Background: an optimization exercise with open tools, aiming at small area and a short achievable clock period. Do not read the settings as production practice.
At most, simulation tests tie the RTL to the original design; equivalence was not proved.
No functional check of the RTL was part of runs 4 and 5.
Power is estimated from default activity; no workload was simulated.

==> design/flow/design.v <==
package eth_sw_pkg;
    typedef logic [31:0] eth_word_t;
    typedef struct packed {
        logic      eop;
        eth_word_t data;
    } fifo_entry_t;
    typedef enum logic [1:0] {IDLE, SEND, GAP} egress_state_e;
    typedef enum logic {PORT_A, PORT_B} port_sel_e;
    localparam eth_word_t ADDR_A_DEF        = 32'hA0A0_A0A0;
    localparam eth_word_t ADDR_B_DEF        = 32'hB0B0_B0B0;
    localparam int        FIFO_DEPTH_DEF    = 32;
    localparam int        MAX_PKT_WORDS_DEF = 16;
endpackage
module eth_pkt_fifo
#(
    parameter eth_sw_pkg::eth_word_t ADDR_A        = eth_sw_pkg::ADDR_A_DEF,
    parameter eth_sw_pkg::eth_word_t ADDR_B        = eth_sw_pkg::ADDR_B_DEF,
    parameter int        FIFO_DEPTH    = eth_sw_pkg::FIFO_DEPTH_DEF,
    parameter int        MAX_PKT_WORDS = eth_sw_pkg::MAX_PKT_WORDS_DEF
) (
    input  logic        clk,
    input  logic        rst_n,
    input  logic        in_valid,
    input  logic [31:0] in_data,
    input  logic        pop,         
    output logic [31:0] rd_data,     
    output logic        h_dest,      
    output logic        h_single,    
    output logic        pkt_avail,
    output logic        drop
);
    localparam int AW = $clog2(FIFO_DEPTH);
    localparam int WW = $clog2(MAX_PKT_WORDS + 1);
    localparam logic [AW:0]   MAX_USED = FIFO_DEPTH - MAX_PKT_WORDS;   
    localparam logic [WW-1:0] MAX_W    = MAX_PKT_WORDS;
    logic [31:0]   mem [0:FIFO_DEPTH-1];
    logic [AW:0]   wr_ptr, rd_ptr, cmt_ptr, used, wr_inc, rd_inc;
    logic [AW-1:0] hdr_ptr;
    logic [WW-1:0] wcnt;
    logic          prev_valid, storing, hdr_dest, room, avail;
    logic          sop, match_a, match_b, is_b, admit, pay_ok, pay, commit, wr_en;
    logic [5:0]    hrec;
    logic [31:0]   wdata;
    logic [FIFO_DEPTH-1:0] wr_dec, hdr_dec, rd_dec, we;
    always_comb begin
        match_a = (in_data == ADDR_A);
        match_b = (in_data == ADDR_B);
        is_b    = |((in_data ^ ADDR_A) & (ADDR_A ^ ADDR_B));
        sop     = in_valid & ~prev_valid;
        admit   = sop & (match_a | match_b) & room;
        pay_ok  = prev_valid & storing & (wcnt < MAX_W);
        pay     = in_valid & pay_ok;
        commit  = ~in_valid & prev_valid & storing;
        drop    = sop & ~admit;
        wr_en   = admit | pay;
        hrec    = {4'(wcnt - 2'd2), (wcnt == WW'(1)), hdr_dest};
        wdata   = {in_data[31:6], in_valid ? in_data[5:0] : hrec};   
    end
    always_comb begin
        for (int i = 0; i < FIFO_DEPTH; i++) begin
            wr_dec[i]  = pay_ok & (wr_ptr[AW-1:0] == AW'(i));
            hdr_dec[i] = prev_valid & storing & (hdr_ptr == AW'(i));
            we[i]      = in_valid ? wr_dec[i] : hdr_dec[i];
        end
    end
    always_ff @(posedge clk) begin
        for (int i = 0; i < FIFO_DEPTH; i++) begin
            if (we[i])     mem[i][5:0]  <= wdata[5:0];
            if (wr_dec[i]) mem[i][31:6] <= in_data[31:6];
        end
    end
    always_ff @(posedge clk) begin
        if (admit) begin
            hdr_ptr  <= wr_ptr[AW-1:0];
            hdr_dest <= is_b;
            wcnt     <= WW'(1);
        end else if (pay) begin
            wcnt <= wcnt + 1'b1;
        end
    end
    logic [1:0] nxt_rec;
    always_comb begin
        rd_data = '0;
        nxt_rec = '0;
        for (int i = 0; i < FIFO_DEPTH; i++) begin
            rd_data = rd_data | ({32{rd_dec[i]}} & mem[i]);
            nxt_rec = nxt_rec | ({2{rd_dec[i]}} & mem[(i + 1) % FIFO_DEPTH][1:0]);
        end
    end
    assign wr_inc = wr_ptr + 1'b1;
    assign rd_inc = rd_ptr + 1'b1;
    logic hit_cur, hit_nxt;
    assign hit_cur = (hdr_ptr == rd_ptr[AW-1:0]);
    assign hit_nxt = (hdr_ptr == rd_inc[AW-1:0]);
    logic [1:0] h_stay, h_move, h_new;
    assign h_new  = {(wcnt == WW'(1)), hdr_dest};
    assign h_stay = (commit & hit_cur) ? h_new : {h_single, h_dest};
    assign h_move = (commit & hit_nxt) ? h_new : nxt_rec;
    always_ff @(posedge clk) begin
        {h_single, h_dest} <= pop ? h_move : h_stay;
    end
    logic le_dn, le_eq, ne_cc, ne_ci, ne_wc, ne_wi;
    assign used  = wr_ptr - rd_ptr;
    assign le_eq = (used <= MAX_USED);
    assign le_dn = (used <= MAX_USED + 1'b1);     
    assign ne_cc = (cmt_ptr != rd_ptr);
    assign ne_ci = (cmt_ptr != rd_inc);
    assign ne_wc = (wr_ptr  != rd_ptr);
    assign ne_wi = (wr_ptr  != rd_inc);
    always_ff @(posedge clk or negedge rst_n) begin
        if (!rst_n) begin
            wr_ptr     <= '0;
            rd_ptr     <= '0;
            cmt_ptr    <= '0;
            rd_dec     <= FIFO_DEPTH'(1);
            room       <= 1'b1;
            avail      <= 1'b0;
            prev_valid <= 1'b1;
            storing    <= 1'b0;
        end else begin
            prev_valid <= in_valid;
            if (wr_en) wr_ptr <= wr_inc;
            if (pop) begin
                rd_ptr <= rd_inc;
                rd_dec <= {rd_dec[FIFO_DEPTH-2:0], rd_dec[FIFO_DEPTH-1]};
            end
            if (commit) cmt_ptr <= wr_ptr;
            if (admit)       storing <= 1'b1;
            else if (commit) storing <= 1'b0;
            room <= pop ? le_dn : le_eq;
            case ({commit, pop})
                2'b10:   avail <= ne_wc;
                2'b11:   avail <= ne_wi;
                2'b01:   avail <= ne_ci;
                default: avail <= ne_cc;
            endcase
        end
    end
    assign pkt_avail = avail;
endmodule
module eth_switch_2p
#(
    parameter eth_sw_pkg::eth_word_t ADDR_A        = eth_sw_pkg::ADDR_A_DEF,
    parameter eth_sw_pkg::eth_word_t ADDR_B        = eth_sw_pkg::ADDR_B_DEF,
    parameter int        FIFO_DEPTH    = eth_sw_pkg::FIFO_DEPTH_DEF,
    parameter int        MAX_PKT_WORDS = eth_sw_pkg::MAX_PKT_WORDS_DEF
) (
    input  logic        clk,
    input  logic        rst_n,
    input  logic        Ain,
    input  logic [31:0] inDataA,
    input  logic        Bin,
    input  logic [31:0] inDataB,
    output logic        Aout,
    output logic [31:0] outDataA,
    output logic        Bout,
    output logic [31:0] outDataB,
    output logic [15:0] drop_cnt_a,
    output logic [15:0] drop_cnt_b
);
    logic [1:0]       pop, pkt_avail, drop, h_dest, h_single, busy;
    logic [1:0][31:0] rd_data;
    logic [1:0][31:0] port_addr;
    logic [1:0][1:0]  cand;
    logic [1:0]       contend, gnt_v, gnt, grant, idle, last;
    logic [1:0]       send_q, gap_q;    
    logic [1:0][3:0]  rem_q;
    logic [1:0]       sel_q;
    logic [1:0]       rr_q;
    logic [1:0]       out_v;
    logic [1:0][31:0] out_d;
    logic [1:0][15:0] dcnt;
    assign port_addr[0] = ADDR_A;
    assign port_addr[1] = ADDR_B;
    for (genvar f = 0; f < 2; f++) begin : g_ing
        eth_pkt_fifo #(
            .ADDR_A(ADDR_A), .ADDR_B(ADDR_B),
            .FIFO_DEPTH(FIFO_DEPTH), .MAX_PKT_WORDS(MAX_PKT_WORDS)
        ) u_fifo (
            .clk(clk), .rst_n(rst_n),
            .in_valid((f == 0) ? Ain : Bin),
            .in_data((f == 0) ? inDataA : inDataB),
            .pop(pop[f]),
            .rd_data(rd_data[f]), .h_dest(h_dest[f]), .h_single(h_single[f]),
            .pkt_avail(pkt_avail[f]), .drop(drop[f])
        );
    end
    always_comb begin
        for (int f = 0; f < 2; f++) begin
            busy[f] = (send_q[0] & (sel_q[0] == f[0])) | (send_q[1] & (sel_q[1] == f[0]));
        end
        for (int p = 0; p < 2; p++) begin
            idle[p] = ~send_q[p] & ~gap_q[p];
            for (int f = 0; f < 2; f++) begin
                cand[p][f] = pkt_avail[f] & ~busy[f] & (h_dest[f] == p[0]);
            end
            contend[p] = &cand[p];
            gnt_v[p]   = |cand[p];
            gnt[p]     = contend[p] ? rr_q[p] : ~cand[p][0];
            grant[p]   = idle[p] & gnt_v[p];
            last[p]    = idle[p] ? h_single[gnt[p]] : (rem_q[p] == 4'd0);
        end
        for (int f = 0; f < 2; f++) begin
            pop[f] = busy[f] | (grant[0] & (gnt[0] == f[0])) | (grant[1] & (gnt[1] == f[0]));
        end
    end
    always_ff @(posedge clk or negedge rst_n) begin
        if (!rst_n) begin
            send_q <= '0;
            gap_q  <= '0;
            sel_q  <= '0;
            rr_q   <= '0;
        end else begin
            for (int p = 0; p < 2; p++) begin
                send_q[p] <= (grant[p] | send_q[p]) & ~last[p];
                gap_q[p]  <= (grant[p] | send_q[p]) & last[p];
                if (grant[p]) sel_q[p] <= gnt[p];
                if (idle[p] && contend[p]) rr_q[p] <= ~rr_q[p];
            end
        end
    end
    always_ff @(posedge clk) begin
        for (int p = 0; p < 2; p++) begin
            if (grant[p])       rem_q[p] <= rd_data[gnt[p]][5:2];
            else if (send_q[p]) rem_q[p] <= rem_q[p] - 1'b1;
        end
    end
    logic [1:0][15:0] dcnt_inc;
    logic [1:0]       dcnt_full;
    always_comb begin
        for (int p = 0; p < 2; p++) begin
            dcnt_full[p] = &dcnt[p];
            for (int i = 0; i < 16; i++) begin
                dcnt_inc[p][i] = dcnt[p][i] ^ ((dcnt[p] & ((16'd1 << i) - 16'd1)) == ((16'd1 << i) - 16'd1));
            end
        end
    end
    always_ff @(posedge clk or negedge rst_n) begin
        if (!rst_n) begin
            out_v <= '0;
            out_d <= '0;
            dcnt  <= '0;
        end else begin
            for (int p = 0; p < 2; p++) begin
                out_v[p] <= grant[p] | send_q[p];
                out_d[p] <= grant[p] ? port_addr[p] : (send_q[p] ? rd_data[sel_q[p]] : '0);
                if (drop[p] && !dcnt_full[p]) dcnt[p] <= dcnt_inc[p];
            end
        end
    end
    assign Aout       = out_v[0];
    assign outDataA   = out_d[0];
    assign Bout       = out_v[1];
    assign outDataB   = out_d[1];
    assign drop_cnt_a = dcnt[0];
    assign drop_cnt_b = dcnt[1];
endmodule
==> design/flow/flow/run.sh <==
#!/bin/bash
# The standard layout (the standard.sh, all steps), with two changes:
#  - port buffers of a plain buffer cell instead of the flow's default pick;
#  - clock tree synthesis without dummy loads and with larger sink clusters.
set -euo pipefail
bash standard.sh \
  "BUFFER_PORTS_ARGS=-buffer_cell sky130_fd_sc_hd__buf_4" \
  "CTS_ARGS=-sink_clustering_enable -repair_clock_nets -dont_use_dummy_load -sink_clustering_size 24 -sink_clustering_max_diameter 80" \
  finish > make_finish.log 2>&1
==> design/flow/standard.sh <==
#!/bin/bash
# synth_recipe.tcl (not shown) runs the flow's synth.tcl, then flattens the netlist and writes it again
# the make line also repeats each setting of config.mk as NAME=value (left out here)
make -C /OpenROAD-flow-scripts/flow DESIGN_CONFIG=/design/flow/config.mk WORK_HOME=/design/flow/orfs CLKGATE_MAP_FILE= SYNTH_SCRIPT=/design/flow/synth_recipe.tcl "${@:-finish}"
==> design/flow/config.mk <==
export PLATFORM = sky130hd
export DESIGN_NAME = eth_switch_2p
export DESIGN_NICKNAME = eth_switch_2p
export VERILOG_FILES = /design/flow/design.v
export SDC_FILE = /design/flow/constraint.sdc
export NUM_CORES = 4
export LEC_CHECK = 0
export CAP_MARGIN = 20
export CORE_MARGIN = 2
export CORE_UTILIZATION = 65
export PLACE_DENSITY = 0.7
export SETUP_SLACK_MARGIN = 4.0
export SLEW_MARGIN = 20
export TNS_END_PERCENT = 80
==> design/flow/constraint.sdc <==
create_clock -name core_clock -period 6.5 [get_ports {clk}]
set_input_delay 1.3000 -clock core_clock [delete_from_list [all_inputs] [get_ports {clk}]]
set_output_delay 1.3000 -clock core_clock [all_outputs]
set_load 0.01 [all_outputs]
==> impl_results.md, run 1 <==
- Status: complete, no violations
- Initial Util: 0.6554
- Max-Cap Viols: 0
- HP Class: in -> async
- Slew Limit Fails: 0
- Fill cells: 7619
- Aggregate global routing overflow: 0
- Critical Path AT: 3.39 ns
- Synth area leaders: edfxtp_1, a22oi_1, dfrtp_1, a22o_1, a221oi_1
- Synth top area share: 0.7212
- P_leak: 32.84 nW
- Mapped Nets: 5178
- Row count: 133
- Clock latency (worst-skew pair): 0.77 ns
- Reg2Reg Setup Slack: 3.86 ns
- # IOs: 166
- Count of final setup violators: 0
- PortBufs: 165
- CTS clk-pin slew, worst paths: 0.09 ns
- PD cells: 280.7 mW/mm^2
- Max Clock Skew: 0.05826 ns
- Total power: 28.01 mW
- Most used DFF post-synth: edfxtp_1
- Final cell count without fillers: 7185
- Longest Clk Path Bufs: 3
- Vias in the first global route: 51860
- Crit. End Element: register
- Die height: 368.3 um
- Fin area: 0.09978 mm^2
- Yosys Warn Count: 3
- Yosys top cell by area: edfxtp_1
- Slew Limit Headroom: 0.3248
- Via density: 7.669
- FF-to-FF Start: g_ing[0].u_fifo.rd_dec[16]
- Synth-to-Final Area Change: 15.66%
- CP startpoint: inDataA[27]
- Global-route wire length before repair: 399.3 mm
- Crit Path Category: in -> reg
- Final-report hold violation count: 0
- Synthesized area: 0.08627 mm^2
- Largest net degree at the start of global routing: 101
- Initial antenna violation count: 13
- Critical Path Start Type: primary input
- Full die area: 0.1357 mm^2
- WP data required: 7.08 ns
- Drt drc: 0
- Synthesized area per cell: 17.03 um^2
- Layout cells sized above 1: 0.2186
- Final WL: 296.7 mm
- TNS Setup: 0 ns
- Period minus WS final: 2.811 ns
- Final #Nets: 5534
- Routed Antenna Nets: 0
- Core ar.: 0.1316 mm^2
- Worst slew pin tran: 0.9916 ns
- Number of synthesized flops with an enable pin: 2072
- Die Span X: 368.3 um
- Root buf cell: clkbuf_16
- Via count: 55100
- DR WL/cell: 41.29 um
- Final worst-path cycle share: 0.4325
- Placed cell area: 0.09124 mm^2
- Synthesized flop and latch total: 2296
- Placer Congestion: 0.9356
- Count leader, synth: edfxtp_1
- Synth unique cells: 80
- Cells after Synth: 5066
- Cts bufs inserted: 110
- Synth async-reset ratio: 0.09321
- Synth cell count leaders: edfxtp_1, a22oi_1, clkbuf_1
- Number of H-tree levels: 3
- Critical path fanouts, max: 6
- Fmax: 355.7 MHz
- RSZ-0062 raised after global routing: yes
- CTS tree: yes
- Cell count after placement: 6801
- Maximum vdd drop: 0.0002715 V
- Sequential fraction of the synthesis area: 0.7857
- Drt pass-1 iters: 7
- Total track usage: 0.4270
- DR iter-0 viols: 10070
- Clk sinks: 2296
- Hpwl dp: 150.4 mm
cells in the final DEF (no fill, tap or decap), drive strengths merged, types with 123 or more instances in the layout:
| cell type | synthesis | final |
|---|---|---|
| buf | 74 | 548 |
| clkbuf | 258 | 131 |
| a22oi | 729 | 729 |
| edfxtp | 2072 | 2072 |
| nand4 | 183 | 183 |
| nor2 | 139 | 139 |
| a22o | 185 | 185 |
| nand3 | 123 | 123 |
| a221oi | 184 | 184 |
| nand2 | 202 | 202 |
| dfrtp | 208 | 208 |
worst max-delay path, stage by stage:
cell,delay [ns]
buf_16,0.13
nor4b_4,0.53
nand4_1,0.31
a2111oi_4,0.31
buf_6,0.16
buf_12,0.11
buf_8,0.10
nand2b_4,0.16
nand4_1,0.12
xnor2_1,0.16
flip-flops by register name, summed over array words and instances, names as in the netlist, 8 cells and up:
register	count
rem_q	8
g_ing.u_fifo.hdr_ptr	10
out_d	64
dcnt	32
g_ing.u_fifo.cmt_ptr	12
g_ing.u_fifo.rd_ptr	12
g_ing.u_fifo.rd_dec	64
g_ing.u_fifo.wr_ptr	12
g_ing.u_fifo.wcnt	10
g_ing.u_fifo.mem	2048
report_power, final:
part           leakage [nW]  switching (mW)  total, mW  internal [mW]
Combinational          10.1            2.15       3.94           1.79
Clock                  1.36            4.29       7.30           3.01
Sequential             21.4           0.380       16.8           16.4
layer usage:
layer	global-route usage	share of wire	vias to the layer above
met3	0.09651	0.15	1034
li1	-	-	21390
met1	0.5624	0.32	27630
met5	0	0.00022	-
met2	0.6808	0.46	5035
met4	0.2093	0.069	10
layout make-up:
| type | count | area [um^2] | share of cell area |
|---|---|---|---|
| clock buffer | 110 | 2753 | 0.02759 |
| inverter | 40 | 150.1 | 0.001505 |
| timing repair buffer | 575 | 6833 | 0.06848 |
| antenna | 10 | 25.02 | 0.0002508 |
| tap | 1755 | 2196 | 0.02201 |
| sequential | 2296 | 67970 | 0.6812 |
| multi-input combinational | 2399 | 19850 | 0.1990 |
cell families (layout without fill, tap and decap cells):
| family | count (synthesis) | count (layout) | share of synthesized area |
|---|---|---|---|
| flops | 2296 | 2296 | 0.7857 |
| mux | 80 | 80 | 0.01015 |
| xor+xnor | 99 | 99 | 0.01021 |
| simple gates | 846 | 846 | 0.05109 |
| other cells | 0 | 10 | 0 |
| fa+ha+maj | 44 | 44 | 0.006555 |
| compound gates | 1329 | 1330 | 0.1198 |
| buf+inv | 372 | 725 | 0.01646 |
path summary, 6_finish.rpt:
path,endpoint,depth (start not counted)
max,g_ing[0].u_fifo.wr_ptr[3],10
min,out_d[8],1
max reg2reg,rem_q[2],7
min reg2reg,g_ing[1].u_fifo.storing,1
max in group asynchronous,g_ing[0].u_fifo.rd_dec[8],2
min in group core_clock,g_ing[1].u_fifo.storing,1
timing repair:
action	CTS	global route
endpoints found under the setup margin	1519	1806
cloned	13	18
buffers inserted	152	81
hold buffers	0	0
gates resized for setup	462	251
pin swaps	57	90
metrics by stage:
step	util	setup slack, ns	hold slack (ns)
floorplan	-	3.224	0.4487
global placement	0.6931	1.601	0.4624
detailed placement	0.6931	2.153	0.4670
CTS	0.7411	3.701	0.4627
global route	0.7580	3.665	0.4883
finish	0.7581	3.689	0.4809
==> run 2: changes to the inputs <==
--- a/design/flow/config.mk
+++ b/design/flow/config.mk
@@ -9,6 +9,6 @@
 export CORE_MARGIN = 2
 export CORE_UTILIZATION = 65
 export PLACE_DENSITY = 0.7
-export SETUP_SLACK_MARGIN = 4.0
+export SETUP_SLACK_MARGIN = 3.9
 export SLEW_MARGIN = 20
 export TNS_END_PERCENT = 80
==> run 2 against run 1 <==
Compared with the run above:
- still clean
- global-route usage decreased by 0.46 points
- die area did not move
- clock power fell by 1%
- critical path type is now reg -> out
==> impl_results.md, run 2 <==
- Status: complete, no violations (unchanged)
- Period minus WS final: 2.720 ns (was 2.811 ns)
- Slowest CP cell: dfrtp_2 (was nor4b_4)
- Count of final setup violators: 0 (unchanged)
- Placer Congestion: 0.9350 (was 0.9356)
- Synth-to-Final Area Change: 12.71% (was 15.66%)
- Vias in the first global route: 50870 (was 51860)
- Max Clock Skew: 0.07127 ns (was 0.05826 ns)
- Die height: 368.3 um (unchanged)
- Number of H-tree levels: 3 (unchanged)
- Final WL: 290.0 mm (was 296.7 mm)
- Synthesized area per cell: 17.03 um^2 (unchanged)
- # IOs: 166 (unchanged)
- Most flop-heavy register: g_ing.u_fifo.mem (unchanged)
- Most common cell after layout, fill and taps aside: edfxtp_1 (unchanged)
- Hold buffers post-CTS: 0 (unchanged)
- Critical Path AT: 1.42 ns (was 3.39 ns)
- Clock latency (worst-skew pair): 0.77 ns (about the same)
- Crit path max-delay family: flip-flops (was simple AND/OR/NAND/NOR gates)
- Switch share: 0.2405 (was 0.2434)
- Sequential fraction of the synthesis area: 0.7857 (unchanged)
- RSZ-0062 raised after global routing: yes (unchanged)
- Part of the power in registers: 0.614 (was 0.599)
- Commonest cells after routing, fill and taps aside: edfxtp_1, a22oi_1, buf_4 (unchanged)
- P_leak: 31.81 nW (was 32.84 nW)
- Clk sinks: 2296 (unchanged)
- Slew Limit Fails: 0 (unchanged)
- Count leader, synth: edfxtp_1 (unchanged)
- Cells after Synth: 5066 (unchanged)
- Core ar.: 0.1316 mm^2 (unchanged)
- Maximum vdd drop: 0.0002710 V (was 0.0002715 V)
- Fin util: 0.7387 (was 0.7581)
- DR WL/cell: 40.87 um (was 41.29 um)
- Via density: 7.664 (was 7.669)
- Crit path buffers/inverters: 1 (was 4)
- Fmax: 367.7 MHz (was 355.7 MHz)
- Synthesized area: 0.08627 mm^2 (unchanged)
- Yosys Warn Count: 3 (unchanged)
- Crit-path max cell delay: 0.50 ns (was 0.53 ns)
- Aggregate global routing overflow: 0 (unchanged)
- Crit Path Category: reg -> out (was in -> reg)
- Routed Antenna Nets: 0 (unchanged)
- Mapped Nets: 5178 (unchanged)
- Synth async-reset ratio: 0.09321 (unchanged)
- Final worst-path cycle share: 0.4184 (was 0.4325)
- Synth cell count leaders: edfxtp_1, a22oi_1, clkbuf_1 (unchanged)
- Cell count after placement: 6808 (was 6801)
- Full die area: 0.1357 mm^2 (unchanged)
- Synth top area share: 0.7212 (unchanged)
- Most used DFF post-synth: edfxtp_1 (unchanged)
- Critical path fanouts, max: 1 (was 6)
- Largest registers: g_ing.u_fifo.mem: 2048 flops, g_ing.u_fifo.rd_dec: 64 flops, out_d: 64 flops (unchanged)
- PortBufs: 165 (unchanged)
- CTS clk-pin slew, worst paths: 0.10 ns (was 0.09 ns)
- Largest net degree at the start of global routing: 145 (was 101)
- Max-Cap Viols: 0 (unchanged)
- TNS Setup: 0 ns (unchanged)
- Crit. End Element: output port (was register)
- Switch Pwr: 6.570 mW (was 6.817 mW)
- Critical Path Start Type: register (was primary input)
- DR iter-0 viols: 9529 (was 10070)
- Die Span X: 368.3 um (unchanged)
- Global-route wire length before repair: 395.0 mm (was 399.3 mm)
- Total track usage: 0.4224 (was 0.4270)
- Combinational share of power: 0.122 (was 0.141)
- Largest register FFs: 2048 (unchanged)
- PD cells: 280.9 mW/mm^2 (was 280.7 mW/mm^2)
- Synth unique cells: 80 (unchanged)
- Final #Nets: 5446 (was 5534)
- Root buf cell: clkbuf_16 (unchanged)
- Synth area leaders: edfxtp_1, a22oi_1, dfrtp_1, a22o_1, a221oi_1 (unchanged)
- Slew Limit Headroom: 0.3265 (was 0.3248)
- Hpwl dp: 150.1 mm (was 150.4 mm)
- Initial Util: 0.6554 (unchanged)
- Longest Clk Path Bufs: 3 (unchanged)
- Number of synthesized flops with an enable pin: 2072 (unchanged)
- CTS tree: yes (unchanged)
- Yosys top cell by area: edfxtp_1 (unchanged)
- Row count: 133 (unchanged)
- Via count: 54380 (was 55100)
- Internal power: 20.75 mW (was 21.19 mW)
- Clock power frac: 0.264 (was 0.260)
- Synthesized flop and latch total: 2296 (unchanged)
- Final-report hold violation count: 0 (unchanged)
- Drt drc: 0 (unchanged)
- HP Class: reg -> reg (was in -> async)
- Worst slew pin tran: 0.9891 ns (was 0.9916 ns)
- Drt pass-1 iters: 8 (was 7)
- WP data required: 5.20 ns (was 7.08 ns)
- Layout cells sized above 1: 0.1920 (was 0.2186)
- Cts bufs inserted: 108 (was 110)
- Final cell count without fillers: 7095 (was 7185)
- Initial antenna violation count: 10 (was 13)
- Critical-path cell list: buf_6 (was buf_16 > nor4b_4 > nand4_1 > a2111oi_4 > buf_6 > buf_12 > buf_8 > nand2b_4 > nand4_1 > xnor2_1)
[run 2: changes by cell type in the layout (fill, tap and decap cells not counted), moves of 12 or more]
cell and delta:
buf_4 +47, mux2_2 +14, nand3_1 +13, a221oi_2 -12, a22oi_2 -13, a22oi_1 +13
mux2_4 -19, buf_6 -74, buf_12 -33
[run 2: timing repair]
action,in CTS,in global routing
pin swaps,19,33
resized for setup,240,184
setup endpoints to repair,616,1454
setup buffers,88,69
gates cloned,4,10
[run 2: path summary, 6_finish.rpt]
| kind | from | endpoint | slack [ns] | cells past startpoint |
|---|---|---|---|---|
| setup / recovery | out_d[20] | outDataA[20] | 3.78 | 1 |
| setup reg to reg | g_ing[0].u_fifo.rd_dec[26] | out_d[53] | 3.87 | 7 |
| hold reg to reg | g_ing[0].u_fifo.rd_dec[0] | g_ing[0].u_fifo.rd_dec[0] | 0.48 | 2 |
| max in group asynchronous | rst_n | g_ing[1].u_fifo.rd_dec[2] | 4.59 | 2 |
| min in group asynchronous | rst_n | g_ing[0].u_fifo.wr_ptr[2] | 0.50 | 1 |
| hold / removal | g_ing[0].u_fifo.rd_dec[0] | g_ing[0].u_fifo.rd_dec[0] | 0.48 | 2 |
[run 2: cell families after synthesis]
kind of cell / count (synthesis) / synth area share
and+or+nand+nor: 846 / 0.05109
DFF: 2296 / 0.7857
adders and majority gates: 44 / 0.006555
AOI/OAI and AO/OA: 1329 / 0.1198
xor gates and xnor gates: 99 / 0.01021
muxes: 80 / 0.01015
buffers and inverters: 372 / 0.01646
[run 2: worst min-delay path, delay by kind of cell (launching register included)]
family | cells | cell delay [ns]
flip-flops | 1 | 0.39
AND/OR/NAND/NOR | 2 | 0.09
[run 2: cell type report]
type	instances	area, um^2
diodes	8	20.02
clock buffers	108	2703
fillers	7919	34390
inverters	40	150.1
multi-input cells	2400	19230
flip-flops and latches	2296	67960
well taps	1755	2196
repair buffers	488	4985
[run 2: metal layers]
metal | track usage | wire length [um] | up-vias
li1 | - | - | 21220
met1 | 0.5525 | 93920 | 27450
met2 | 0.6650 | 134600 | 4611
met3 | 0.1028 | 40940 | 1087
met4 | 0.2221 | 20530 | 4
met5 | 0 | 23 | -
[run 2: power groups by stage]
stage	Combinational, mW	Clock (mW)	Sequential [mW]
floorplan	1.63	0	17.0
global placement	2.55	0	17.1
detailed placement	2.64	0	17.1
CTS	2.89	7.19	16.8
global route	3.53	7.65	16.8
finish	3.33	7.21	16.8
[run 2: through the flow]
step	power [mW]	hold slack [ns]	instance area (um^2)	setup slack [ns]
after floorplan	18.58	0.4487	87330	3.224
after global routing	27.98	0.5085	97240	3.759
after CTS	26.84	0.4760	95630	3.750
after global placement	19.66	0.4486	91050	2.273
final	27.32	0.4792	97240	3.780
after detailed placement	19.74	0.4560	91070	2.268
==> run 3: changes to the inputs <==
--- a/design/flow/config.mk
+++ b/design/flow/config.mk
@@ -7,8 +7,8 @@
 export LEC_CHECK = 0
 export CAP_MARGIN = 20
 export CORE_MARGIN = 2
-export CORE_UTILIZATION = 65
-export PLACE_DENSITY = 0.7
+export CORE_UTILIZATION = 70
+export PLACE_DENSITY = 0.75
 export SETUP_SLACK_MARGIN = 3.9
 export SLEW_MARGIN = 20
 export TNS_END_PERCENT = 80
==> run 3 against run 2 <==
Compared with the run above:
- largest power group unchanged
- total power barely moved
- via count rose by 0.69%
- wire length decreased by 1.8%
- non-clock buffer count decreased by 15
==> impl_results.md, run 3 <==
- Synth cell count leaders: edfxtp_1, a22oi_1, clkbuf_1 (unchanged)
- Mapped Nets: 5178 (unchanged)
- DR iter-0 viols: 10610 (was 9529)
- CTS tree: yes (unchanged)
- Max-Cap Viols: 0 (unchanged)
- Cts bufs inserted: 108 (unchanged)
- Longest Clk Path Bufs: 3 (unchanged)
- Slowest CP cell: or4_4 (was dfrtp_2)
- Yosys top cell by area: edfxtp_1 (unchanged)
- # IOs: 166 (unchanged)
- Count of final setup violators: 0 (unchanged)
- Root buf cell: clkbuf_16 (unchanged)
- Initial Util: 0.7069 (was 0.6554)
- Sequential fraction of the synthesis area: 0.7857 (unchanged)
- Combinational share of power: 0.125 (was 0.122)
- Final WL: 284.7 mm (was 290.0 mm)
- Clk sinks: 2296 (unchanged)
- RSZ-0062 raised after global routing: yes (unchanged)
- Synth-to-Final Area Change: 12.41% (was 12.71%)
- Worst slew pin tran: 1.120 ns (was 0.9891 ns)
- Critical Path AT: 3.33 ns (was 1.42 ns)
- Drt drc: 0 (unchanged)
- Synthesized area: 0.08627 mm^2 (unchanged)
- Full die area: 0.1261 mm^2 (was 0.1357 mm^2)
- TNS Setup: 0 ns (unchanged)
- Most common cell after layout, fill and taps aside: edfxtp_1 (unchanged)
- Part of the power in registers: 0.612 (was 0.614)
- Placed cell area: 0.09087 mm^2 (was 0.09107 mm^2)
- Largest registers: g_ing.u_fifo.mem: 2048 flops, g_ing.u_fifo.rd_dec: 64 flops, out_d: 64 flops (unchanged)
- Aggregate global routing overflow: 0 (unchanged)
- Hold buffers post-CTS: 0 (unchanged)
- PD cells: 281.8 mW/mm^2 (was 280.9 mW/mm^2)
- Fin area: 0.09698 mm^2 (was 0.09724 mm^2)
- Yosys Warn Count: 3 (unchanged)
- Largest register FFs: 2048 (unchanged)
- Vias in the first global route: 51510 (was 50870)
- Global-route wire length before repair: 388.4 mm (was 395.0 mm)
- Synth top area share: 0.7212 (unchanged)
- Most used DFF post-synth: edfxtp_1 (unchanged)
- Critical-path cell list: buf_16 > nand4bb_4 > or4_4 > a2111oi_4 > clkbuf_16 > a211oi_4 > buf_6 > mux2_2 (was buf_6)
- Switch Pwr: 6.580 mW (was 6.570 mW)
- DR WL/cell: 40.95 um (was 40.87 um)
- Hpwl dp: 146.4 mm (was 150.1 mm)
- Drt pass-1 iters: 6 (was 8)
- Synthesized flop and latch total: 2296 (unchanged)
- Core ar.: 0.1220 mm^2 (was 0.1316 mm^2)
- Count leader, synth: edfxtp_1 (unchanged)
- Placer Congestion: 0.9257 (was 0.9350)
- Number of synthesized flops with an enable pin: 2072 (unchanged)
- Clock latency (worst-skew pair): 0.75 ns (was 0.77 ns)
- Crit. End Element: register (was output port)
- Status: complete, no violations (unchanged)
- Critical Path Start Type: primary input (was register)
- CTS clk-pin slew, worst paths: 0.09 ns (was 0.10 ns)
- Crit-path max cell delay: 0.51 ns (was 0.50 ns)
- Cells after Synth: 5066 (unchanged)
- Row count: 128 (was 133)
- Total track usage: 0.4462 (was 0.4224)
- Synth async-reset ratio: 0.09321 (unchanged)
- P_leak: 31.78 nW (was 31.81 nW)
- Commonest cells after routing, fill and taps aside: edfxtp_1, a22oi_1, buf_4 (unchanged)
- Area of the multi-input gates: 0.01921 mm^2 (was 0.01923 mm^2)
- Largest net degree at the start of global routing: 136 (was 145)
- WP data required: 7.10 ns (was 5.20 ns)
- Final-report hold violation count: 0 (unchanged)
- Internal power: 20.75 mW (about the same)
- HP Class: reg -> reg (unchanged)
- Slew Limit Fails: 0 (unchanged)
- Crit path buffers/inverters: 3 (was 1)
- Fin util: 0.7946 (was 0.7387)
- Final worst-path cycle share: 0.4198 (was 0.4184)
- Total power: 27.33 mW (was 27.32 mW)
- Critical path fanouts, max: 8 (was 1)
- Crit path max-delay family: simple AND/OR/NAND/NOR gates (was flip-flops)
- Period minus WS final: 2.729 ns (was 2.720 ns)
- Number of H-tree levels: 3 (unchanged)
- Via count: 54750 (was 54380)
- Initial antenna violation count: 15 (was 10)
- Layout cells sized above 1: 0.1901 (was 0.1920)
- Sequential cell area: 0.06794 mm^2 (was 0.06796 mm^2)
- Most flop-heavy register: g_ing.u_fifo.mem (unchanged)
- Switch share: 0.2408 (was 0.2405)
- Max Clock Skew: 0.06634 ns (was 0.07127 ns)
- Fill cells: 6459 (was 7919)
- Fmax: 366.5 MHz (was 367.7 MHz)
- Routed Antenna Nets: 0 (unchanged)
- Maximum vdd drop: 0.0003180 V (was 0.0002710 V)
- Die height: 355.1 um (was 368.3 um)
- Clock power frac: 0.263 (was 0.264)
- Final #Nets: 5431 (was 5446)
- Slew Limit Headroom: 0.2374 (was 0.3265)
- Crit Path Category: in -> reg (was reg -> out)
- Synth unique cells: 80 (unchanged)
- PortBufs: 165 (unchanged)
- Synthesized area per cell: 17.03 um^2 (unchanged)
- Via density: 7.875 (was 7.664)
- Die Span X: 355.1 um (was 368.3 um)
- Synth area leaders: edfxtp_1, a22oi_1, dfrtp_1, a22o_1, a221oi_1 (unchanged)
-- run 3: cell types whose count changed in the layout (fill, tap and decap cells not counted), moves of 4 or more --
cell / change
a221oi_2: -4
buf_12: +4
buf_4: -7
buf_6: -22
buf_8: +17
dfrtp_2: +10
dfrtp_4: -10
o22ai_2: +6
o22ai_4: -7
xnor2_1: -4
xnor2_2: +4
-- run 3: kinds of logic (layout without fill, tap and decap cells) --
family	after synthesis	after routing	synth area share
DFF	2296	2296	0.7857
AOI/OAI and AO/OA	1329	1330	0.1198
and+or+nand+nor	846	847	0.05109
buffers and inverters	372	621	0.01646
xor gates and xnor gates	99	99	0.01021
muxes	80	80	0.01015
adders and majority gates	44	44	0.006555
other	0	10	0
-- run 3: final cells by class --
type                       instances  area share
antenna                           10   0.0002580
tap                             1625     0.02097
sequential                      2296      0.7006
timing repair buffer             473     0.05071
multi-input combinational       2400      0.1981
clock buffer                     108     0.02787
inverter                          40    0.001548
-- run 3: final timing paths --
path | from | end | slack (ns) | cells past startpoint
setup / recovery | inDataB[14] | dcnt[17] | 3.77 | 8
hold / removal | g_ing[1].u_fifo.storing | g_ing[1].u_fifo.storing | 0.48 | 1
setup reg to reg | g_ing[1].u_fifo.rd_dec[0] | out_d[7] | 3.78 | 6
hold reg to reg | g_ing[1].u_fifo.storing | g_ing[1].u_fifo.storing | 0.48 | 1
max in group asynchronous | rst_n | g_ing[1].u_fifo.rd_dec[17] | 4.56 | 2
min in group asynchronous | rst_n | g_ing[0].u_fifo.cmt_ptr[4] | 0.56 | 1
-- run 3: per-stage QoR --
step           hold WS [ns]  std cells  worst slack [ns]
2_1_floorplan        0.4487       5066             3.224
3_3_place_gp         0.4695       6675             1.733
3_5_place_dp         0.4711       6675             1.756
4_1_cts              0.4816       6864             3.811
5_1_grt              0.5073       6950             3.752
6_report             0.4835       6952             3.771
-- run 3: worst reg2reg max path, cell delays in order, from the launching register on --
cell and delay, ns:
dfstp_2 0.79, buf_4 0.57, a22oi_1 0.24, nand4_1 0.13
or4_1 0.16, mux2i_1 0.08, o21ai_0 0.58
-- run 3: power by group through the flow --
stage | clock (mW) | combinational (mW) | sequential [mW]
floorplan | 0 | 1.63 | 17.0
global placement | 0 | 2.54 | 17.1
detailed placement | 0 | 2.60 | 17.1
CTS | 7.14 | 3.08 | 16.7
global route | 7.59 | 3.59 | 16.8
finish | 7.19 | 3.41 | 16.7
-- run 3: layer usage --
layer,vias to the layer above,share of wire,global-route usage
li1,21170,-,-
met4,10,0.070,0.2353
met5,-,0.00028,0
met1,26970,0.31,0.5911
met2,5410,0.46,0.6937
met3,1190,0.16,0.1143
-- run 3: what timing repair did --
| item | CTS | global route |
|---|---|---|
| resized for setup | 221 | 207 |
| gates cloned | 3 | 8 |
| setup endpoints to repair | 486 | 911 |
| pin swaps | 18 | 32 |
| buffers inserted | 78 | 69 |
==> run 4: changes to the inputs <==
--- a/design/flow/design.v
+++ b/design/flow/design.v
@@ -48,9 +48,9 @@
         is_b    = |((in_data ^ ADDR_A) & (ADDR_A ^ ADDR_B));
         sop     = in_valid & ~prev_valid;
         admit   = sop & (match_a | match_b) & room;
-        pay_ok  = prev_valid & storing & (wcnt < MAX_W);
+        pay_ok  = storing & (wcnt < MAX_W);
         pay     = in_valid & pay_ok;
-        commit  = ~in_valid & prev_valid & storing;
+        commit  = ~in_valid & storing;
         drop    = sop & ~admit;
         wr_en   = admit | pay;
         hrec    = {4'(wcnt - 2'd2), (wcnt == WW'(1)), hdr_dest};
@@ -59,7 +59,7 @@
     always_comb begin
         for (int i = 0; i < FIFO_DEPTH; i++) begin
             wr_dec[i]  = pay_ok & (wr_ptr[AW-1:0] == AW'(i));
-            hdr_dec[i] = prev_valid & storing & (hdr_ptr == AW'(i));
+            hdr_dec[i] = storing & (hdr_ptr == AW'(i));
             we[i]      = in_valid ? wr_dec[i] : hdr_dec[i];
         end
     end
--- a/design/flow/config.mk
+++ b/design/flow/config.mk
@@ -7,8 +7,7 @@
 export LEC_CHECK = 0
 export CAP_MARGIN = 20
 export CORE_MARGIN = 2
-export CORE_UTILIZATION = 70
-export PLACE_DENSITY = 0.75
-export SETUP_SLACK_MARGIN = 3.9
+export CORE_UTILIZATION = 55
+export SETUP_SLACK_MARGIN = 3.8
 export SLEW_MARGIN = 20
-export TNS_END_PERCENT = 80
+export TNS_END_PERCENT = 60
==> run 4 against run 3 <==
Compared with the run above:
- clock skew decreased by 0.011 ns
- still clean on timing, DRC and antenna
- critical path type unchanged
- register-to-register slack got worse by 0.21 ns
- die area increased by 27%
- non-clock buffer count decreased by 31
- utilization decreased by 18 points
- worst hold slack improved by 0.012 ns
==> impl_results.md, run 4 <==
- Status: complete, no violations (unchanged)
- Routed Antenna Nets: 0 (unchanged)
- Crit path buffers/inverters: 3 (unchanged)
- Total track usage: 0.3813 (was 0.4462)
- Reg2reg end: dcnt[8] (was out_d[7])
- Hpwl dp: 165.7 mm (was 146.4 mm)
- Synth cell count leaders: edfxtp_1, a22oi_1, nand2_1 (was edfxtp_1, a22oi_1, clkbuf_1)
- Fill cells: 11370 (was 6459)
- Synthesized area per cell: 16.79 um^2 (was 17.03 um^2)
- Max Clock Skew: 0.05504 ns (was 0.06634 ns)
- Die Span X: 399.6 um (was 355.1 um)
- CTS clk-pin slew, worst paths: 0.09 ns (about the same)
- Initial antenna violation count: 11 (was 15)
- Compound-Gate Fraction of Synth Area: 0.1210 (was 0.1198)
- Longest Clk Path Bufs: 3 (unchanged)
- Die height: 399.6 um (was 355.1 um)
- Critical-path cell list: buf_8 > nor4b_4 > nand4_1 > a2111oi_4 > buf_6 > a211oi_4 > buf_6 > mux2_2 (was buf_16 > nand4bb_4 > or4_4 > a2111oi_4 > clkbuf_16 > a211oi_4 > buf_6 > mux2_2)
- CP Depth: 8 (unchanged)
- Most common cell after layout, fill and taps aside: edfxtp_1 (unchanged)
- Synth area leaders: edfxtp_1, a22oi_1, dfrtp_1, a221oi_1, a22o_1 (was edfxtp_1, a22oi_1, dfrtp_1, a22o_1, a221oi_1)
- Number of H-tree levels: 3 (unchanged)
- Crit-path max cell delay: 0.61 ns (was 0.51 ns)
- Core ar.: 0.1558 mm^2 (was 0.1220 mm^2)
- DR iter-0 viols: 8626 (was 10610)
- Setup ws final: 3.371 ns (was 3.771 ns)
- Vias in the first global route: 51270 (was 51510)
- Fmax: 319.5 MHz (was 366.5 MHz)
- Area of the multi-input gates: 0.01846 mm^2 (was 0.01921 mm^2)
- Reg2Reg Setup Slack: 3.57 ns (was 3.78 ns)
- PortBufs: 165 (unchanged)
- Slew Limit Headroom: 0.2472 (was 0.2374)
- Number of synthesized flops with an enable pin: 2072 (unchanged)
- WHS Endpoint: g_ing[1].u_fifo.rd_dec[15] (was g_ing[1].u_fifo.storing)
- Root buf cell: clkbuf_16 (unchanged)
- Synthesized area: 0.08608 mm^2 (was 0.08627 mm^2)
- TNS Setup: 0 ns (unchanged)
- Count of final setup violators: 0 (unchanged)
- Sequential fraction of the synthesis area: 0.7874 (was 0.7857)
- Largest register FFs: 2048 (unchanged)
- Yosys top cell by area: edfxtp_1 (unchanged)
- Via count: 54280 (was 54750)
- Area share of fa/ha/maj cells after synthesis: 0.006570 (was 0.006555)
- Worst Min Path Start: g_ing[1].u_fifo.rd_dec[15] (was g_ing[1].u_fifo.storing)
- Worst Hold Path Cells: 2 (was 1)
- Critical path fanouts, max: 7 (was 8)
- Final WL: 307.6 mm (was 284.7 mm)
- FF-to-FF Start: g_ing[0].u_fifo.room (was g_ing[1].u_fifo.rd_dec[0])
- Period minus WS final: 3.129 ns (was 2.729 ns)
- RSZ-0062 raised after global routing: yes (unchanged)
- # IOs: 166 (unchanged)
- Synth unique cells: 78 (was 80)
- Multiplexer share of the synthesized area: 0.002747 (was 0.01015)
- Maximum vdd drop: 0.0002502 V (was 0.0003180 V)
- Crit Path Category: in -> reg (unchanged)
- Commonest cells after routing, fill and taps aside: edfxtp_1, a22oi_1, buf_4 (unchanged)
- Max-Cap Viols: 0 (unchanged)
- Layout cells sized above 1: 0.1710 (was 0.1901)
- Final-report hold violation count: 0 (unchanged)
- Slowest CP cell: nand4_1 (was or4_4)
- Synth top area share: 0.7228 (was 0.7212)
- Via density: 7.323 (was 7.875)
- Pre-CTS setup slack: 1.959 ns (was 1.756 ns)
- Yosys Warn Count: 3 (unchanged)
- Count leader, synth: edfxtp_1 (unchanged)
- Largest registers: g_ing.u_fifo.mem: 2048 flops, g_ing.u_fifo.rd_dec: 64 flops, out_d: 64 flops (unchanged)
- Initial Util: 0.5524 (was 0.7069)
- Crit. End Element: register (unchanged)
- Sequential cell area: 0.06795 mm^2 (was 0.06794 mm^2)
- Clock latency (worst-skew pair): 0.78 ns (was 0.75 ns)
- Synthesized flop and latch total: 2296 (unchanged)
- PD cells: 286.9 mW/mm^2 (was 281.8 mW/mm^2)
- Placer Congestion: 0.9955 (was 0.9257)
- Cells after Synth: 5127 (was 5066)
- Drt pass-1 iters: 6 (unchanged)
- Critical Path AT: 3.75 ns (was 3.33 ns)
- Crit-path most repeated cell: buf_6
- Drt drc: 0 (unchanged)
- Xor/xnor share of the synthesized area: 0.01090 (was 0.01021)
- Row count: 145 (was 128)
- Largest net degree at the start of global routing: 109 (was 136)
- Crit path max-delay family: simple AND/OR/NAND/NOR gates (unchanged)
- Worst slew pin tran: 1.128 ns (was 1.120 ns)
- Aggregate global routing overflow: 0 (unchanged)
- Worst reg2reg path depth: 7 (was 6)
- Cts bufs inserted: 116 (was 108)
- Clk sinks: 2296 (unchanged)
- Synth Area in Simple Gates: 0.05487 (was 0.05109)
- WP data required: 7.12 ns (was 7.10 ns)
- HP Class: reg -> reg (unchanged)
- Final #Nets: 5466 (was 5431)
- Critical Path Start Type: primary input (unchanged)
- Final worst-path cycle share: 0.4814 (was 0.4198)
- Combinational family with the most area after synthesis: compound AO/OA/AOI/OAI gates (unchanged)
- Synth-to-Final Area Change: 12.04% (was 12.41%)
- Mapped Nets: 5239 (was 5178)
- DR WL/cell: 41.50 um (was 40.95 um)
- Synth async-reset ratio: 0.09321 (unchanged)
- Most flop-heavy register: g_ing.u_fifo.mem (unchanged)
- Slew Limit Fails: 0 (unchanged)
- Full die area: 0.1597 mm^2 (was 0.1261 mm^2)
- CTS tree: yes (unchanged)
- P_leak: 31.39 nW (was 31.78 nW)
- Most used DFF post-synth: edfxtp_1 (unchanged)
- Global-route wire length before repair: 416.2 mm (was 388.4 mm)
-- run 4: cell count changes after synthesis, sizes merged, moves of 15 or more --
cell,previous run,this run
a211oi,24,44
a221oi,184,199
a22oi,729,700
mux2,60,13
nand2,202,315
o211a,18,2
o21ai,51,75
-- run 4: metrics by stage --
stage	hold WS, ns	power [mW]	utilization	cells	area [um^2]
detailed placement	0.4632	19.91	0.5811	7179	90570
finish	0.4950	27.67	0.6189	7413	96450
global placement	0.4637	19.86	0.5811	7179	90560
CTS	0.4845	27.51	0.6110	7357	95220
floorplan	0.4554	18.64	-	5127	86220
global route	0.5200	28.39	0.6189	7413	96450
-- run 4: timing repair --
action | CTS | global route
pin swaps | 25 | 31
setup endpoints to repair | 587 | 610
cloned | 11 | 3
buffers inserted | 51 | 48
gates resized for setup | 238 | 153
hold buffers | 0 | 0
-- run 4: layout make-up --
type | count | area share
Multi-Input combinational cell | 2461 | 0.1914
Tap cell | 2058 | 0.02670
Antenna cell | 3 | 0.00007784
Inverter | 37 | 0.001440
Timing Repair Buffer | 442 | 0.04577
Sequential cell | 2296 | 0.7046
Clock buffer | 116 | 0.03010
-- run 4: routing by layer --
layer / global-route usage / share of wire / vias to the layer above
li1: - / - / 21220
met1: 0.5069 / 0.36 / 28250
met2: 0.6162 / 0.47 / 3945
met3: 0.08088 / 0.12 / 860
met4: 0.1566 / 0.055 / 8
met5: 0 / 0.00017 / -
-- run 4: worst reg2reg max path, cell delays in order, from the launching register on --
cell,delay (ns)
dfstp_2,0.52
nor4b_4,0.49
nand4_1,0.61
a2111oi_4,0.51
buf_6,0.18
a211oi_4,0.05
buf_6,0.16
mux2_2,0.26
-- run 4: worst max-delay path by stage --
stage	slack, ns	from	to
6_report	3.37	inDataA[2]	dcnt[8]
2_1_floorplan	3.11	inDataB[14]	g_ing[1].u_fifo.wr_ptr[5]
5_1_grt	3.48	inDataA[2]	g_ing[0].u_fifo.wr_ptr[5]
3_5_place_dp	1.96	inDataA[27]	g_ing[0].u_fifo.wr_ptr[5]
3_3_place_gp	1.93	inDataA[27]	g_ing[0].u_fifo.wr_ptr[5]
4_1_cts	3.52	inDataA[27]	dcnt[8]
-- run 4: logic make-up (layout without fill, tap and decap cells) --
group,Yosys count,after routing
AOI/OAI and AO/OA,1344,1344
buffers and inverters,372,595
muxes,22,22
DFF,2296,2296
other,0,3
xor gates and xnor gates,104,104
adders and majority gates,44,44
and+or+nand+nor,945,947
-- run 4: power breakdown --
part | internal [mW] | switching, mW
combinational | 1.22 | 2.08
sequential | 16.4 | 0.354
clock | 3.16 | 4.44
total | 20.8 | 6.88
==> run 5: changes to the inputs <==
--- a/design/flow/config.mk
+++ b/design/flow/config.mk
@@ -8,6 +8,7 @@
 export CAP_MARGIN = 20
 export CORE_MARGIN = 2
 export CORE_UTILIZATION = 55
+export PLACE_DENSITY = 0.75
 export SETUP_SLACK_MARGIN = 3.8
 export SLEW_MARGIN = 20
 export TNS_END_PERCENT = 60
==> run 5 against run 4 <==
Compared with the run above:
- still clean
- die area did not move
- synthesized cell count did not move
- critical path depth rose by 2
- total power fell by 1.4%
- synthesized area did not move
- clock-buffer cell count fell by 3
- flip-flop and latch count did not move
- largest power group unchanged
==> impl_results.md, run 5 <==
- Status: complete, no violations (unchanged)
- Critical Path Start Type: primary input (unchanged)
- Worst reg2reg path depth: 6 (was 7)
- Pre-CTS setup slack: 1.932 ns (was 1.959 ns)
- Setup crit end: dcnt[18] (was dcnt[8])
- Part of the power in registers: 0.614 (was 0.606)
- Synth unique cells: 78 (unchanged)
- DR iter-0 viols: 10590 (was 8626)
- Final WL: 288.9 mm (was 307.6 mm)
- Reg2reg end: out_d[10] (was dcnt[8])
- Yosys Warn Count: 3 (unchanged)
- Crit Path Category: in -> reg (unchanged)
- Total track usage: 0.3561 (was 0.3813)
- Final-report hold violation count: 0 (unchanged)
- Synthesized area: 0.08608 mm^2 (unchanged)
- Final cell count without fillers: 7400 (was 7413)
- Via count: 55130 (was 54280)
- Number of H-tree levels: 3 (unchanged)
- Crit. End Element: register (unchanged)
- Synth area leaders: edfxtp_1, a22oi_1, dfrtp_1, a221oi_1, a22o_1 (unchanged)
- Maximum vdd drop: 0.0002352 V (was 0.0002502 V)
- Vias in the first global route: 51290 (was 51270)
- Synth-to-Final Area Change: 10.94% (was 12.04%)
- CTS tree: yes (unchanged)
- Number of synthesized flops with an enable pin: 2072 (unchanged)
- Commonest cells after routing, fill and taps aside: edfxtp_1, a22oi_1, buf_4 (unchanged)
- Largest register FFs: 2048 (unchanged)
- Initial Util: 0.5524 (unchanged)
- Drt drc: 0 (unchanged)
- Most used DFF post-synth: edfxtp_1 (unchanged)
- Critical Path AT: 3.62 ns (was 3.75 ns)
- Most common cell after layout, fill and taps aside: edfxtp_1 (unchanged)
- Synthesized area per cell: 16.79 um^2 (unchanged)
- # IOs: 166 (unchanged)
- Cts bufs inserted: 113 (was 116)
- Count leader, synth: edfxtp_1 (unchanged)
- Cell count after placement: 7175 (was 7179)
- RSZ-0062 raised after global routing: yes (unchanged)
- Critical-path cell list: buf_12 > nor4b_4 > buf_4 > nand4_1 > a2111oi_4 > buf_6 > buf_4 > a211oi_2 > buf_4 > mux2_2 (was buf_8 > nor4b_4 > nand4_1 > a2111oi_4 > buf_6 > a211oi_4 > buf_6 > mux2_2)
- TNS Setup: 0 ns (unchanged)
- Cells after Synth: 5127 (unchanged)
- Combinational share of power: 0.115 (was 0.119)
- Placer Congestion: 0.9740 (was 0.9955)
- Crit-path most repeated cell: buf_4 (was buf_6)
- Count of final setup violators: 0 (unchanged)
- Most flop-heavy register: g_ing.u_fifo.mem (unchanged)
- Max Clock Skew: 0.1202 ns (was 0.05504 ns)
- Crit path buffers/inverters: 5 (was 3)
- Routed Antenna Nets: 0 (unchanged)
- Sequential fraction of the synthesis area: 0.7874 (unchanged)
- Core ar.: 0.1558 mm^2 (unchanged)
- Synth top area share: 0.7228 (unchanged)
- Layout cells sized above 1: 0.1607 (was 0.1710)
- CTS clk-pin slew, worst paths: 0.09 ns (about the same)
- Fmax: 334.7 MHz (was 319.5 MHz)
- Drt pass-1 iters: 7 (was 6)
- Crit-path max cell delay: 0.50 ns (was 0.61 ns)
- Yosys top cell by area: edfxtp_1 (unchanged)
- Slew Limit Headroom: 0.3146 (was 0.2472)
- WP data required: 7.13 ns (was 7.12 ns)
- Crit path max-delay family: buffers and inverters (was simple AND/OR/NAND/NOR gates)
- Critical path fanouts, max: 6 (was 7)
- Internal power: 20.61 mW (was 20.79 mW)
- DR WL/cell: 39.04 um (was 41.50 um)
- Max-Cap Viols: 0 (unchanged)
- Die height: 399.6 um (unchanged)
- Setup ws final: 3.513 ns (was 3.371 ns)
- CP Depth: 10 (was 8)
- Fin Hold WS: 0.4435 ns (was 0.4950 ns)
- Slowest CP cell: a2111oi_4 (was nand4_1)
- Switch Pwr: 6.657 mW (was 6.880 mW)
- CP startpoint: inDataB[2] (was inDataA[2])
- Aggregate global routing overflow: 0 (unchanged)
- Reg2Reg Setup Slack: 3.68 ns (was 3.57 ns)
- Period minus WS final: 2.987 ns (was 3.129 ns)
- Slew Limit Fails: 0 (unchanged)
- Worst slew pin tran: 1.024 ns (was 1.128 ns)
- Fin area: 0.09550 mm^2 (was 0.09645 mm^2)
- Final worst-path cycle share: 0.4596 (was 0.4814)
- Longest Clk Path Bufs: 3 (unchanged)
- Clock power frac: 0.271 (was 0.275)
- Largest net degree at the start of global routing: 162 (was 109)
- Synth cell count leaders: edfxtp_1, a22oi_1, nand2_1 (unchanged)
- Via density: 7.450 (was 7.323)
- Final #Nets: 5447 (was 5466)
- Clk sinks: 2296 (unchanged)
- P_leak: 30.93 nW (was 31.39 nW)
- PD cells: 285.6 mW/mm^2 (was 286.9 mW/mm^2)
- Initial antenna violation count: 17 (was 11)
- Synth async-reset ratio: 0.09321 (unchanged)
- PortBufs: 165 (unchanged)
- Hpwl dp: 156.0 mm (was 165.7 mm)
- Row count: 145 (unchanged)
- Full die area: 0.1597 mm^2 (unchanged)
- Largest registers: g_ing.u_fifo.mem: 2048 flops, g_ing.u_fifo.rd_dec: 64 flops, out_d: 64 flops (unchanged)
- Synthesized flop and latch total: 2296 (unchanged)
- HP Class: in -> async (was reg -> reg)
- Placed cell area: 0.09051 mm^2 (was 0.09057 mm^2)
- Mapped Nets: 5239 (unchanged)
- Total power: 27.27 mW (was 27.67 mW)
- Fin util: 0.6128 (was 0.6189)
- Clock latency (worst-skew pair): 0.84 ns (was 0.78 ns)
- Switch share: 0.2441 (was 0.2487)
- Die Span X: 399.6 um (unchanged)
- Global-route wire length before repair: 393.5 mm (was 416.2 mm)
- FF-to-FF Start: g_ing[0].u_fifo.rd_dec[9] (was g_ing[0].u_fifo.room)
- Root buf cell: clkbuf_16 (unchanged)
## run 5: changes by cell type in the layout (fill, tap and decap cells not counted), moves of 10 or more
cell and delta:
buf_4 +26, o22ai_1 +23, o22ai_2 -23, buf_12 -15, buf_8 -12, buf_6 -10
## run 5: final cells by class
class                   instances  area [um^2]
well taps                    2058         2575
inverters                      37        138.9
diodes                          9        22.52
fillers                     10820        60340
multi-input cells            2462        18170
clock buffers                 113         2828
flip-flops and latches       2296        67940
repair buffers                425         3834
## run 5: cells by family (layout without fill, tap and decap cells)
family                   count (synthesis)  after routing  share of synthesized area
AO/OA/AOI/OAI                         1344           1344                     0.1210
XOR/XNOR                               104            104                    0.01090
adder cells (fa/ha/maj)                 44             44                   0.006570
buffers and inverters                  372            575                    0.01644
flip-flops                            2296           2296                     0.7874
multiplexers                            22             22                   0.002747
other                                    0              9                          0
AND/OR/NAND/NOR                        945            948                    0.05487
## run 5: power by group through the flow
stage	Sequential (mW)	Clock (mW)	Combinational, mW
2_1_floorplan	17.0	0	1.65
3_3_place_gp	17.0	0	2.69
3_5_place_dp	17.1	0	2.76
4_1_cts	16.7	7.35	2.94
5_1_grt	16.8	7.81	3.35
6_report	16.7	7.39	3.15
## run 5: worst min-delay path by stage
stage | end | slack (ns)
2_1_floorplan | g_ing[0].u_fifo.wcnt[4] | 0.46
3_3_place_gp | g_ing[0].u_fifo.rd_dec[18] | 0.46
3_5_place_dp | g_ing[0].u_fifo.rd_dec[18] | 0.47
4_1_cts | g_ing[0].u_fifo.rd_dec[12] | 0.43
5_1_grt | g_ing[0].u_fifo.rd_dec[12] | 0.45
6_report | out_d[27] | 0.44
## run 5: repair_timing
action / CTS / global route
resized for setup: 164 / 111
pin swaps: 19 / 20
endpoints found under the setup margin: 483 / 386
hold buffers: 0 / 0
cloned: 6 / 5
setup buffers: 34 / 58
## run 5: routing by layer
layer	vias up	global-route usage	wire length, um
met3	1235	0.1151	49750
met1	27070	0.4617	90850
met2	5619	0.5394	127600
li1	21180	-	-
met4	16	0.1864	20550
met5	-	0.002724	150
==> run 6: changes to the inputs <==
--- a/design/flow/design.v
+++ b/design/flow/design.v
@@ -48,9 +48,9 @@
         is_b    = |((in_data ^ ADDR_A) & (ADDR_A ^ ADDR_B));
         sop     = in_valid & ~prev_valid;
         admit   = sop & (match_a | match_b) & room;
-        pay_ok  = storing & (wcnt < MAX_W);
+        pay_ok  = prev_valid & storing & (wcnt < MAX_W);
         pay     = in_valid & pay_ok;
-        commit  = ~in_valid & storing;
+        commit  = ~in_valid & prev_valid & storing;
         drop    = sop & ~admit;
         wr_en   = admit | pay;
         hrec    = {4'(wcnt - 2'd2), (wcnt == WW'(1)), hdr_dest};
@@ -59,7 +59,7 @@
     always_comb begin
         for (int i = 0; i < FIFO_DEPTH; i++) begin
             wr_dec[i]  = pay_ok & (wr_ptr[AW-1:0] == AW'(i));
-            hdr_dec[i] = storing & (hdr_ptr == AW'(i));
+            hdr_dec[i] = prev_valid & storing & (hdr_ptr == AW'(i));
             we[i]      = in_valid ? wr_dec[i] : hdr_dec[i];
         end
     end
--- a/design/flow/flow/run.sh
+++ b/design/flow/flow/run.sh
@@ -5,5 +5,5 @@
 set -euo pipefail
 bash standard.sh \
   "BUFFER_PORTS_ARGS=-buffer_cell sky130_fd_sc_hd__buf_4" \
-  "CTS_ARGS=-sink_clustering_enable -repair_clock_nets -dont_use_dummy_load -sink_clustering_size 24 -sink_clustering_max_diameter 80" \
+  "CTS_ARGS=-sink_clustering_enable -repair_clock_nets -dont_use_dummy_load -sink_clustering_size 20 -sink_clustering_max_diameter 60" \
   finish > make_finish.log 2>&1
--- a/design/flow/config.mk
+++ b/design/flow/config.mk
@@ -7,8 +7,8 @@
 export LEC_CHECK = 0
 export CAP_MARGIN = 20
 export CORE_MARGIN = 2
-export CORE_UTILIZATION = 55
-export PLACE_DENSITY = 0.75
-export SETUP_SLACK_MARGIN = 3.8
+export CORE_UTILIZATION = 65
+export PLACE_DENSITY = 0.7
+export SETUP_SLACK_MARGIN = 3.9
 export SLEW_MARGIN = 20
-export TNS_END_PERCENT = 60
+export TNS_END_PERCENT = 90
==> run 6 against run 5 <==
Compared with the run above:
- still clean
- die area down 15%
- final cell count down 3.6%
- global-route usage up 7.3 points
- synthesized cell count down 1.2%
- critical endpoint is now outDataB[12]
- largest cell class unchanged
- largest power group unchanged
- highest routed layer unchanged
==> impl_results.md, run 6 <==
- Clock power frac: 0.295 (was 0.271)
- Most flop-heavy register: g_ing.u_fifo.mem (unchanged)
- Root buf cell: clkbuf_16 (unchanged)
- WP data required: 5.20 ns (was 7.13 ns)
- Drt drc: 0 (unchanged)
- PortBufs: 165 (unchanged)
- Multiplexer share of the synthesized area: 0.01015 (was 0.002747)
- Routed Antenna Nets: 0 (unchanged)
- Synth area leaders: edfxtp_1, a22oi_1, dfrtp_1, a22o_1, a221oi_1 (was edfxtp_1, a22oi_1, dfrtp_1, a221oi_1, a22o_1)
- Worst slew pin tran: 0.9633 ns (was 1.024 ns)
- Xor/xnor share of the synthesized area: 0.01021 (was 0.01090)
- Global-route wire length before repair: 400.1 mm (was 393.5 mm)
- Crit path buffers/inverters: 1 (was 5)
- Cell count after placement: 6808 (was 7175)
- Layout cells sized above 1: 0.1985 (was 0.1607)
- Slew Limit Fails: 0 (unchanged)
- Final WL: 290.9 mm (was 288.9 mm)
- Largest net degree at the start of global routing: 122 (was 162)
- Critical-path cell list: buf_6 (was buf_12 > nor4b_4 > buf_4 > nand4_1 > a2111oi_4 > buf_6 > buf_4 > a211oi_2 > buf_4 > mux2_2)
- Initial Util: 0.6554 (was 0.5524)
- Synth-to-Final Area Change: 13.89% (was 10.94%)
- Maximum vdd drop: 0.0002713 V (was 0.0002352 V)
- Area share of fa/ha/maj cells after synthesis: 0.006555 (was 0.006570)
- Fin Hold WS: 0.4797 ns (was 0.4435 ns)
- Synthesized area: 0.08627 mm^2 (was 0.08608 mm^2)
- Full die area: 0.1357 mm^2 (was 0.1597 mm^2)
- PD cells: 293.0 mW/mm^2 (was 285.6 mW/mm^2)
- Max-Cap Viols: 0 (unchanged)
- Compound-Gate Fraction of Synth Area: 0.1198 (was 0.1210)
- Crit Path Category: reg -> out (was in -> reg)
- Final cell count without fillers: 7130 (was 7400)
- DR WL/cell: 40.80 um (was 39.04 um)
- DR iter-0 viols: 10050 (was 10590)
- Die Span X: 368.3 um (was 399.6 um)
- Cells after Synth: 5066 (was 5127)
- Count of final setup violators: 0 (unchanged)
- Slew Limit Headroom: 0.3441 (was 0.3146)
- Crit path max-delay family: flip-flops (was buffers and inverters)
- Worst reg2reg path depth: 7 (was 6)
- Internal power: 21.92 mW (was 20.61 mW)
- Row count: 133 (was 145)
- CTS clk-pin slew, worst paths: 0.08 ns (was 0.09 ns)
- Hpwl dp: 153.8 mm (was 156.0 mm)
- CTS tree: yes (unchanged)
- Clock latency (worst-skew pair): 0.81 ns (was 0.84 ns)
- Crit-path max cell delay: 0.50 ns (about the same)
- Sequential fraction of the synthesis area: 0.7857 (was 0.7874)
- Yosys Warn Count: 3 (unchanged)
- Via count: 54700 (was 55130)
- Synthesized area per cell: 17.03 um^2 (was 16.79 um^2)
- Fmax: 362.3 MHz (was 334.7 MHz)
- Total power: 28.79 mW (was 27.27 mW)
- Synth top area share: 0.7212 (was 0.7228)
- Number of H-tree levels: 4 (was 3)
- Largest register FFs: 2048 (unchanged)
- Synth cell count leaders: edfxtp_1, a22oi_1, clkbuf_1 (was edfxtp_1, a22oi_1, nand2_1)
- Period minus WS final: 2.760 ns (was 2.987 ns)
- Critical path fanouts, max: 1 (was 6)
- Longest Clk Path Bufs: 3 (unchanged)
- Aggregate global routing overflow: 0 (unchanged)
- Most common cell after layout, fill and taps aside: edfxtp_1 (unchanged)
- CP Depth: 1 (was 10)
- Count leader, synth: edfxtp_1 (unchanged)
- Max Clock Skew: 0.06145 ns (was 0.1202 ns)
- Commonest cells after routing, fill and taps aside: edfxtp_1, a22oi_1, buf_4 (unchanged)
- TNS Setup: 0 ns (unchanged)
- Total track usage: 0.4290 (was 0.3561)
- Initial antenna violation count: 16 (was 17)
- Yosys top cell by area: edfxtp_1 (unchanged)
- Slowest CP cell: dfrtp_2 (was a2111oi_4)
- Vias in the first global route: 51750 (was 51290)
- Crit. End Element: output port (was register)
- Final-report hold violation count: 0 (unchanged)
- Synthesized flop and latch total: 2296 (unchanged)
- Synth unique cells: 80 (was 78)
- Combinational share of power: 0.122 (was 0.115)
- # IOs: 166 (unchanged)
- Status: complete, no violations (unchanged)
- RSZ-0062 raised after global routing: yes (unchanged)
- Synth async-reset ratio: 0.09321 (unchanged)
- Critical Path Start Type: register (was primary input)
- Switch share: 0.2385 (was 0.2441)
- Number of synthesized flops with an enable pin: 2072 (unchanged)
- Pre-CTS setup slack: 2.238 ns (was 1.932 ns)
- Largest registers: g_ing.u_fifo.mem: 2048 flops, g_ing.u_fifo.rd_dec: 64 flops, out_d: 64 flops (unchanged)
- Worst Hold Path Cells: 1
- Final worst-path cycle share: 0.4246 (was 0.4596)
- Critical Path AT: 1.46 ns (was 3.62 ns)
- Drt pass-1 iters: 8 (was 7)
- Combinational family with the most area after synthesis: compound AO/OA/AOI/OAI gates (unchanged)
- Final #Nets: 5478 (was 5447)
- P_leak: 32.26 nW (was 30.93 nW)
- Switch Pwr: 6.867 mW (was 6.657 mW)
- Most used DFF post-synth: edfxtp_1 (unchanged)
- Core ar.: 0.1316 mm^2 (was 0.1558 mm^2)
- Clk sinks: 2296 (unchanged)
- Die height: 368.3 um (was 399.6 um)
- Placer Congestion: 0.9490 (was 0.9740)
- Setup ws final: 3.740 ns (was 3.513 ns)
- Synth Area in Simple Gates: 0.05109 (was 0.05487)
- Cts bufs inserted: 147 (was 113)
- Part of the power in registers: 0.583 (was 0.614)
- HP Class: reg -> reg (was in -> async)
- Via density: 7.671 (was 7.450)
- Mapped Nets: 5178 (was 5239)
-- run 6: cell count changes after synthesis, moves of 12 or more --
cell	before	now
a211oi_1	42	22
a221oi_1	199	184
a22o_1	198	185
a22oi_1	699	728
mux2_1	0	15
mux2_2	13	45
nand2_1	315	202
nand3_1	111	123
o211a_1	2	18
o21ai_0	72	47
or4_1	40	52
-- run 6: worst paths after layout --
check	startpoint	to	slack [ns]
worst max-delay path	out_d[44]	outDataB[12]	3.74
worst min-delay path	g_ing[1].u_fifo.storing	g_ing[1].u_fifo.storing	0.48
worst max register to register	g_ing[1].u_fifo.rd_dec[2]	out_d[47]	3.85
worst min register to register	g_ing[1].u_fifo.storing	g_ing[1].u_fifo.storing	0.48
max in group asynchronous	rst_n	g_ing[1].u_fifo.rd_dec[25]	4.62
min in group asynchronous	rst_n	g_ing[0].u_fifo.wr_ptr[0]	0.53
-- run 6: through the flow --
step,instance area (um^2),util
final,98260,0.7465
after CTS,97070,0.7374
after global routing,98250,0.7464
after global placement,91060,0.6918
after floorplan,87350,-
after detailed placement,91070,0.6919
-- run 6: cells by family (layout without fill, tap and decap cells) --
kind of cell    Yosys count  count (layout)
xor+xnor                 99              99
flops                  2296            2296
other cells               0              11
fa+ha+maj                44              44
compound gates         1329            1330
mux                      80              80
simple gates            846             846
buf+inv                 372             669
-- run 6: layout make-up --
cell class / instances / area, um^2
diodes: 11 / 27.53
clock buffers: 147 / 3679
fillers: 7743 / 33370
inverters: 40 / 150.1
multi-input cells: 2399 / 19190
flip-flops and latches: 2296 / 67970
well taps: 1755 / 2196
repair buffers: 482 / 5041
-- run 6: metal layers --
metal	wire, um	up-vias	track usage
met3	40200	1004	0.1015
met5	34	-	0
met1	96230	27620	0.5660
met2	135300	4778	0.6698
li1	-	21290	-
met4	19220	6	0.2311
-- run 6: timing repair --
item,in CTS,in global routing
gates cloned,5,4
resized for setup,313,161
hold buffers,0,0
buffers inserted,107,48
setup endpoints to repair,878,976
pin swaps,18,34
-- run 6: power by group through the flow --
stage          clock network, mW  registers, mW  logic [mW]
6_report                    8.51           16.8        3.51
3_3_place_gp                   0           17.1        2.58
2_1_floorplan                  0           17.0        1.63
4_1_cts                     8.49           16.8        3.23
5_1_grt                     8.98           16.8        3.70
3_5_place_dp                   0           17.1        2.64

[static timing again, ports no longer ideal]
The flow's constraints put no driver on any port. The routed layouts listed below were extracted and timed again, unchanged, in two steps. Step 1 assumes that a clkbuf_16 drives the clock port and a buf_2 every other input. Step 2 also shifts input and output timing later by t, the mid clock arrival at the registers, as if the neighbouring blocks saw the same clock. Three values: no drivers, after step 1, after step 2; two values: the first two.
| run | shift t [ns] | setup WS [ns] |
|---|---|---|
| run 1 | 0.824 | 3.689 / 3.661 / 2.837 |
| run 2 | 0.824 | 3.780 / 3.692 / 3.034 |
| run 3 | 0.804 | 3.771 / 3.719 / 2.914 |
| run 4 | 0.853 | 3.371 / 3.309 / 2.457 |
| run 5 | 0.850 | 3.513 / 3.448 / 2.599 |
| run 6 | 0.867 | 3.740 / 3.652 / 2.963 |
After both steps every run listed still meets setup and hold.
